Source: an optimization exercise on an open RTL-to-GDS flow (aim: small area). Production flows keep margins and buffers that such runs may drop. The RTL was checked by simulation tests, not by an equivalence proof against the original design. The flow treats the clock pin as an ideal source. Dropping or thinning the clock tree relies on that and would not hold on a real chip. Power is estimated from default activity; no workload was simulated.

before:
==> flow/design.v (excerpt) <==
module rhythmGameTop (
	input  logic DIV_CLK,
	input  logic reset,
	input  logic start,
	input  logic pause,
	input  logic frameTick,
	input  logic [rhythmPkg::LANE_COUNT-1:0] laneButtons,
	input  logic [rhythmPkg::POS_W-1:0] pixelX,
	input  logic [rhythmPkg::POS_W-1:0] pixelY,
	input  logic displayArea,
	output logic vgaRed,
	output logic vgaGreen,
	output logic vgaBlue,
	output logic [3:0] anodes,
	output logic [6:0] segments
);
==> module noteChart, before the edit <==
module noteChart (
	input  logic DIV_CLK,
	input  logic reset,
	input  logic stepEnable,
	output logic [rhythmPkg::PHASE_W-1:0] phaseDown,     
	output logic [rhythmPkg::ROWS_W-1:0] rowCount         
);
	always_ff @(posedge DIV_CLK or posedge reset)
	begin
		if (reset)
		begin
			phaseDown <= '0;
			rowCount <= '0;
		end
		else if (stepEnable)
		begin
			phaseDown <= phaseDown - 1'b1;
			if (phaseDown == '0)
				rowCount <= (rowCount == '1) ? ROWS_W'(32 - CHART_LEN) : rowCount + 1'b1;
		end
	end
endmodule
==> module rowsBack, before the edit <==
module rowsBack (
	input  logic [rhythmPkg::ROWS_W-1:0] rowCount,
	input  logic [3:0] g,
	output logic [rhythmPkg::LANE_COUNT-1:0] notes
);
	logic [ROWS_W:0] diff;
	logic [LANE_COUNT-1:0] row;
	assign diff = {1'b0, rowCount} - {2'b0, g};
	acceptedRow rom (.idx(diff[ROWS_W-1:0]), .notes(row));
	assign notes = diff[ROWS_W] ? '0 : row;
endmodule
==> module laneTracker, before the edit <==
module laneTracker (
	input  logic [rhythmPkg::PHASE_W-1:0] phaseDown,
	input  logic [rhythmPkg::ROWS_W-1:0] rowCount,
	input  logic stepEnable,
	input  logic [rhythmPkg::LANE_COUNT-1:0] buttons,
	output logic [rhythmPkg::LANE_COUNT-1:0] laneHit
);
	logic late;                                  
	logic early;                                 
	logic [LANE_COUNT-1:0] notes;
	assign late = phaseDown >= 6'd41;
	assign early = phaseDown <= 6'd17;
	rowsBack back (.rowCount, .g(late ? 4'd8 : 4'd7), .notes);
	assign laneHit = (stepEnable && (late || early)) ? (buttons & notes) : '0;
endmodule
==> module laneRenderer, before the edit <==
module laneRenderer (
	input  logic DIV_CLK,
	input  logic reset,
	input  logic [rhythmPkg::POS_W-1:0] pixelX,
	input  logic [rhythmPkg::POS_W-1:0] pixelY,
	input  logic displayArea,
	input  logic [rhythmPkg::LANE_COUNT-1:0] laneButtons,
	input  logic [rhythmPkg::PHASE_W-1:0] phaseDown,
	input  logic [rhythmPkg::ROWS_W-1:0] rowCount,
	output logic vgaRed,
	output logic vgaGreen,
	output logic vgaBlue
);
	logic [LANE_COUNT-1:0] inCols;
	logic [LANE_COUNT-1:0] noteHit;
	logic bar;
	logic [POS_W:0] u;                           
	logic [7:0] uLow;                            
	logic [4:0] g;                               
	logic near;
	logic [LANE_COUNT-1:0] notes;
	assign inCols[0] = pixelX <= 10'd199;
	assign inCols[1] = pixelX >= 10'd220 && pixelX <= 10'd419;
	assign inCols[2] = pixelX >= 10'd440 && pixelX <= 10'd639;
	assign uLow = {2'b0, pixelY[5:0]} + {2'b0, phaseDown} + 8'd21;
	assign u = {uLow[7:6] + {1'b0, pixelY[9:6]}, uLow[5:0]};
	assign g = u[POS_W:6];
	assign near = u[5:0] <= 6'd40 && g != 5'd0
		&& (g[4:3] == 2'd0 || (g == 5'd8 && phaseDown >= 6'd20));
	rowsBack back (.rowCount, .g(g[3:0]), .notes);
	assign noteHit = (near ? notes : '0) & inCols;
	assign bar = |(inCols & laneButtons) && pixelY >= 10'd410 && pixelY <= 10'd450;
	always_ff @(posedge DIV_CLK or posedge reset)
	begin
		if (reset)
		begin
			vgaRed <= 1'b0;
			vgaGreen <= 1'b0;
			vgaBlue <= 1'b0;
		end
		else
		begin
			vgaRed <= displayArea && (noteHit[0] || bar);
			vgaGreen <= displayArea && (noteHit[1] || bar);
			vgaBlue <= displayArea && (noteHit[2] || bar);
		end
	end
endmodule
clock: 7.0 ns
lec_check: 0
cap_margin: 20
core_margin: 2
core_utilization: 40
slew_margin: 20
standard.sh (not shown) runs the stock make flow with config.mk's settings and CLKGATE_MAP_FILE= SYNTH_SCRIPT=/design/flow/synth_recipe.tcl, a recipe that flattens the netlist after the stock synthesis.
==> flow/flow/run.sh <==
#!/bin/bash
# The standard layout (standard.sh) with three changes: an area-oriented
# synthesis (synth.tcl: ABC with deepsyn, adders left to ABC), the smallest
# buffer on the ports, and a few clock buffers in place of the clock tree
# (cts_hook.tcl). Its output goes to standard_flow.log; ORFS's own logs are
# under orfs/logs.
set -euo pipefail
W=$(pwd)
F=$W/flow
export OWN_ABC_SCRIPT=$F/abc_area.script
export BUFFER_PORTS_ARGS="-buffer_cell sky130_fd_sc_hd__buf_1"
export PRE_CTS_TCL=$F/cts_hook.tcl
export OWN_CLK_BUFS=${OWN_CLK_BUFS:-3}
export OWN_CLK_BUF=${OWN_CLK_BUF:-sky130_fd_sc_hd__clkbuf_8}
bash standard.sh SYNTH_SCRIPT=$F/synth.tcl finish > $W/standard_flow.log 2>&1
Other scripts of this flow, unchanged in this note and not shown: flow/flow/abc_area.script, flow/flow/cts_hook.tcl, flow/flow/synth.tcl
diff inputs: before => after
--- a/flow/design.v
+++ b/flow/design.v
@@ -3,6 +3,7 @@
 	localparam int POS_W = 10;                       
 	localparam int PHASE_W = 6;                      
 	localparam int CHART_LEN = 24;
+	localparam int PHASE_AT_RESET = 44;              
 	localparam int ROWS_W = 5;                       
 	localparam int SCAN_W = 16;
 endpackage
@@ -19,7 +20,7 @@
 	begin
 		if (reset)
 		begin
-			phaseDown <= '0;
+			phaseDown <= PHASE_AT_RESET;
 			rowCount <= '0;
 		end
 		else if (stepEnable)
@@ -66,12 +67,12 @@
 endmodule
 module rowsBack (
 	input  logic [rhythmPkg::ROWS_W-1:0] rowCount,
-	input  logic [3:0] g,
+	input  logic [2:0] g,
 	output logic [rhythmPkg::LANE_COUNT-1:0] notes
 );
 	logic [ROWS_W:0] diff;
 	logic [LANE_COUNT-1:0] row;
-	assign diff = {1'b0, rowCount} - {2'b0, g};
+	assign diff = {1'b0, rowCount} - {3'b0, g};
 	acceptedRow rom (.idx(diff[ROWS_W-1:0]), .notes(row));
 	assign notes = diff[ROWS_W] ? '0 : row;
 endmodule
@@ -84,13 +85,11 @@
 	input  logic [rhythmPkg::LANE_COUNT-1:0] buttons,
 	output logic [rhythmPkg::LANE_COUNT-1:0] laneHit
 );
-	logic late;                                  
-	logic early;                                 
+	logic inWindow;
 	logic [LANE_COUNT-1:0] notes;
-	assign late = phaseDown >= 6'd41;
-	assign early = phaseDown <= 6'd17;
-	rowsBack back (.rowCount, .g(late ? 4'd8 : 4'd7), .notes);
-	assign laneHit = (stepEnable && (late || early)) ? (buttons & notes) : '0;
+	assign inWindow = phaseDown >= 6'd21 && phaseDown <= 6'd61;
+	rowsBack back (.rowCount, .g(3'd7), .notes);
+	assign laneHit = (stepEnable && inWindow) ? (buttons & notes) : '0;
 endmodule
 `timescale 1ns/1ps
 import rhythmPkg::*;
@@ -140,19 +139,16 @@
 	logic [LANE_COUNT-1:0] noteHit;
 	logic bar;
 	logic [POS_W:0] u;                           
-	logic [7:0] uLow;                            
-	logic [4:0] g;                               
+	logic [4:0] h;                               
 	logic near;
 	logic [LANE_COUNT-1:0] notes;
 	assign inCols[0] = pixelX <= 10'd199;
 	assign inCols[1] = pixelX >= 10'd220 && pixelX <= 10'd419;
 	assign inCols[2] = pixelX >= 10'd440 && pixelX <= 10'd639;
-	assign uLow = {2'b0, pixelY[5:0]} + {2'b0, phaseDown} + 8'd21;
-	assign u = {uLow[7:6] + {1'b0, pixelY[9:6]}, uLow[5:0]};
-	assign g = u[POS_W:6];
-	assign near = u[5:0] <= 6'd40 && g != 5'd0
-		&& (g[4:3] == 2'd0 || (g == 5'd8 && phaseDown >= 6'd20));
-	rowsBack back (.rowCount, .g(g[3:0]), .notes);
+	assign u = {1'b0, pixelY} + {5'b0, phaseDown};
+	assign h = u[POS_W:6];
+	assign near = u[5:0] >= 6'd23 && h <= 5'd7 && (h != 5'd0 || phaseDown <= 6'd43);
+	rowsBack back (.rowCount, .g(h[2:0]), .notes);
 	assign noteHit = (near ? notes : '0) & inCols;
 	assign bar = |(inCols & laneButtons) && pixelY >= 10'd410 && pixelY <= 10'd450;
 	always_ff @(posedge DIV_CLK or posedge reset)
--- outcome ---
Taking before as the reference, in after power spent charging and discharging nets has decreased, post-route met1 wirelength has decreased.
In after, the compound-gate portion of the synthesized area came out 2.7 points below the value in before.
Netlist area before placement delta (after − before): favourable
after — count of non-filler cells in the finished layout 7.7% lower, before as reference
Per the comparison of after with before, final period demand of the worst path now smaller, die boundary width went down.
Number of vias in the routed layout of after falls short of that of before by a little under 10%.
after ends up with a total number of multi-input combinational cells that is 24 lower than in before.
No run of this note takes its clock network from TritonCTS; it comes from the design's own scripts or RTL.

separate check: timing with driven ports:
Ports are ideal in the flow. The routed layouts listed here were re-timed in OpenROAD.
Step 1: set_driving_cell puts a clkbuf_16 on DIV_CLK and a buf_2 on each other input, an assumption about the parent block.
Step 2 also shifts input and output timing later by t, the mid clock arrival at the registers, as if the neighbouring blocks saw the same clock.
Slacks: no drivers / after step 1 / after step 2; pairs: no drivers / after step 1.
| run | t (ns) | setup WS [ns] | worst setup path at the end |
|---|---|---|---|
| before | 0.195 | 2.080 / 2.106 / 1.911 | input to register |
| after | 0.195 | 2.245 / 2.269 / 2.074 | input to register |
After both steps every run listed still meets setup and hold. For after, which loses most, drivers alone change the setup slack by +0.024 ns; drivers and shift together by -0.171 ns.
